From an optimization exercise on the open Yosys and OpenROAD flow, aimed at small area; shortcuts taken in it are not production practice.
In this exercise RTL edits were held to simulation tests only and were not proved equivalent to the original.
Power figures rest on the tool's default switching activity, not on a simulated workload.

Setup of run 1:
// console_buffer
module console_buffer (
  input  logic       clk,
  input  logic       rst,
  input  logic       i_char_stb,
  input  logic [7:0] i_char,
  input  logic       i_alt_func_en,
  input  logic [2:0] i_tab_count,
  input  logic       i_clear_screen_stb,
  output logic       o_wr_char_rdy,
  input  logic       i_read_frame_stb,
  input  logic       i_char_req_en,
  output logic       o_char_rdy,
  output logic [7:0] o_char
);
  logic       keep;
  logic       rdy;
  logic       cmd_ctrl;
  logic [7:0] cmd_ch;
  logic       writer_busy;
  logic       reader_busy;
  logic       we;
  logic [3:0] wr_col;
  logic [7:0] wr_data;
  logic       move;
  logic       clear;
  logic       start_clear;
  logic       rd_hide;
  logic [1:0] frame_cur;
  logic [3:0] rd_col;
  logic [3:0] turn;
  logic [2:0] rd_src;
  logic       line_clear;
  char_decoder u_char_decoder (
    .clk(clk),
    .i_char_stb(i_char_stb), .i_char(i_char), .i_alt_func_en(i_alt_func_en),
    .i_rdy(rdy),
    .o_keep(keep), .o_cmd_ctrl(cmd_ctrl), .o_cmd_ch(cmd_ch)
  );
  assign o_wr_char_rdy = rdy;
  cursor_writer u_cursor_writer (
    .clk(clk), .rst(rst),
    .i_char_stb(i_char_stb), .i_keep(keep), .i_cmd_ctrl(cmd_ctrl), .i_cmd_ch(cmd_ch), .i_tab_count(i_tab_count),
    .i_clear_screen_stb(i_clear_screen_stb), .i_reader_busy(reader_busy),
    .o_rdy(rdy), .o_busy(writer_busy), .i_turn(turn), .o_start_clear(start_clear),
    .o_we(we), .o_wr_col(wr_col), .o_wr_data(wr_data), .o_rd_hide(rd_hide),
    .o_move(move), .o_clear(clear),
    .o_frame_cur(frame_cur), .o_line_clear(line_clear)
  );
  char_ram u_char_ram (
    .clk(clk), .rst(rst), .i_start_clear(start_clear), .i_we(we), .i_wr_col(wr_col), .i_wr_data(wr_data),
    .i_move(move), .i_clear(clear), .o_turn(turn),
    .i_rd_col(rd_col), .i_rd_src(rd_src), .i_rd_hide(rd_hide), .o_rd_data(o_char)
  );
  frame_reader u_frame_reader (
    .clk(clk), .rst(rst),
    .i_read_frame_stb(i_read_frame_stb), .i_char_req_en(i_char_req_en),
    .i_writer_busy(writer_busy), .i_frame_cur(frame_cur),
    .i_line_clear(line_clear),
    .o_busy(reader_busy), .o_rd_col(rd_col), .o_rd_src(rd_src), .o_char_rdy(o_char_rdy)
  );
endmodule
clock: 5.0 ns
lec_check: 0
cap_margin: 5
core_margin: 2
core_utilization: 60
slew_margin: 5
synth_memory_max_bits: 4096
standard.sh (not shown) runs the stock make flow with config.mk's settings and CLKGATE_MAP_FILE= SYNTH_SCRIPT=/design/flow/synth_recipe.tcl, a recipe that flattens the netlist after the stock synthesis.
==> flow/flow/run.sh <==
#!/bin/bash
# Standard layout, with port buffers of the smallest buffer and no dummy clock loads.
set -e
export BUFFER_PORTS_ARGS="-buffer_cell sky130_fd_sc_hd__buf_1"
export CTS_ARGS="-sink_clustering_enable -repair_clock_nets -dont_use_dummy_load -sink_clustering_size 19 -sink_clustering_max_diameter 90 -buf_list sky130_fd_sc_hd__clkbuf_8"
bash standard.sh > standard.log 2>&1
Run 1 completed every stage of the flow, and the final layout passed the timing, DRC and antenna checks.
What run 2 does differently from run 1 at the input level:
- swapping 5 for 20 in CAP_MARGIN
- swapping 5 for 20 in SLEW_MARGIN
- putting TNS_END_PERCENT at 0 where nothing was set
## What came out
For run 2 and run 1, there was not a single run that failed to finish clean.
Total chip power delta (run 2 -> run 1): insignificant
Taking run 1 as the reference, in run 2 smallest setup slack after layout decreased by 0.019 ns relative to the old numbers, number of fill cells in the layout stayed essentially flat.
diff inputs: run 2 => run 3
- GPL_ROUTABILITY_DRIVEN now 0, previously not set
- GPL_TIMING_DRIVEN now 0, previously not set
- TNS_END_PERCENT no longer set, was 0
## What came out
- Going from run 2 to run 3, the critical path depth was found to have gone up by 2.
- Run 2 and run 3 ended up with nearly the same instance count of the mapped netlist.
- Looking at switching share of power, run 3 sits 0.59 points above run 2.
- In run 3 the global-route met1 utilization turned out 1.8 points higher than in run 2.
- Of run 2 and run 3, the higher post-route cell area belongs to run 3.
- In run 3, non-clock buffer instance count of the final layout is higher than in run 2.
- Against run 2 as the reference, run 3 delivers a higher number of buffer and inverter instances along the worst setup path.
- Run 3 ends up with a overall power of the completed layout that is 54 uW higher than in run 2.
Modified inputs, run 4 compared to run 3
- removing GPL_TIMING_DRIVEN (formerly 0)
- setting CTS_CLUSTER_DIAMETER to 60 for the first time
- setting CTS_BUF_LIST to sky130_fd_sc_hd__clkbuf_8 for the first time
- removing GPL_ROUTABILITY_DRIVEN (formerly 0)
- setting CTS_CLUSTER_SIZE to 16 for the first time
Notes after the runs:
- Max wire length of the first global-routing pass across run 3 and run 4: run 3
- The clock power on run 4 is in line with that on run 3.
- NOTE: total power draw in run 4 falls short of that of run 3

[what the ideal ports hide]
The flow's constraints put no driver on any port. The routed layouts listed below were extracted and timed again, unchanged, in two steps.
Step 1: set_driving_cell puts a clkbuf_16 on clk and a buf_2 on each other input, an assumption about the parent block.
Step 2 also shifts input and output timing later by t, the mid clock arrival at the registers, as if the neighbouring blocks saw the same clock.
Slacks: no drivers / after step 1 / after step 2; pairs: no drivers / after step 1.
| run | t (ns) | setup WS [ns] | worst setup path at the end |
|---|---|---|---|
| run 1 | 0.593 | 1.130 / 1.130 / 1.130 | register to register |
| run 2 | 0.592 | 1.111 / 1.111 / 1.111 | register to register |
| run 3 | 0.600 | 0.805 / 0.805 / 0.805 | register to register |
| run 4 | 0.592 | 1.111 / 1.111 / 1.111 | register to register |
After both steps setup and hold are still met in every run listed.
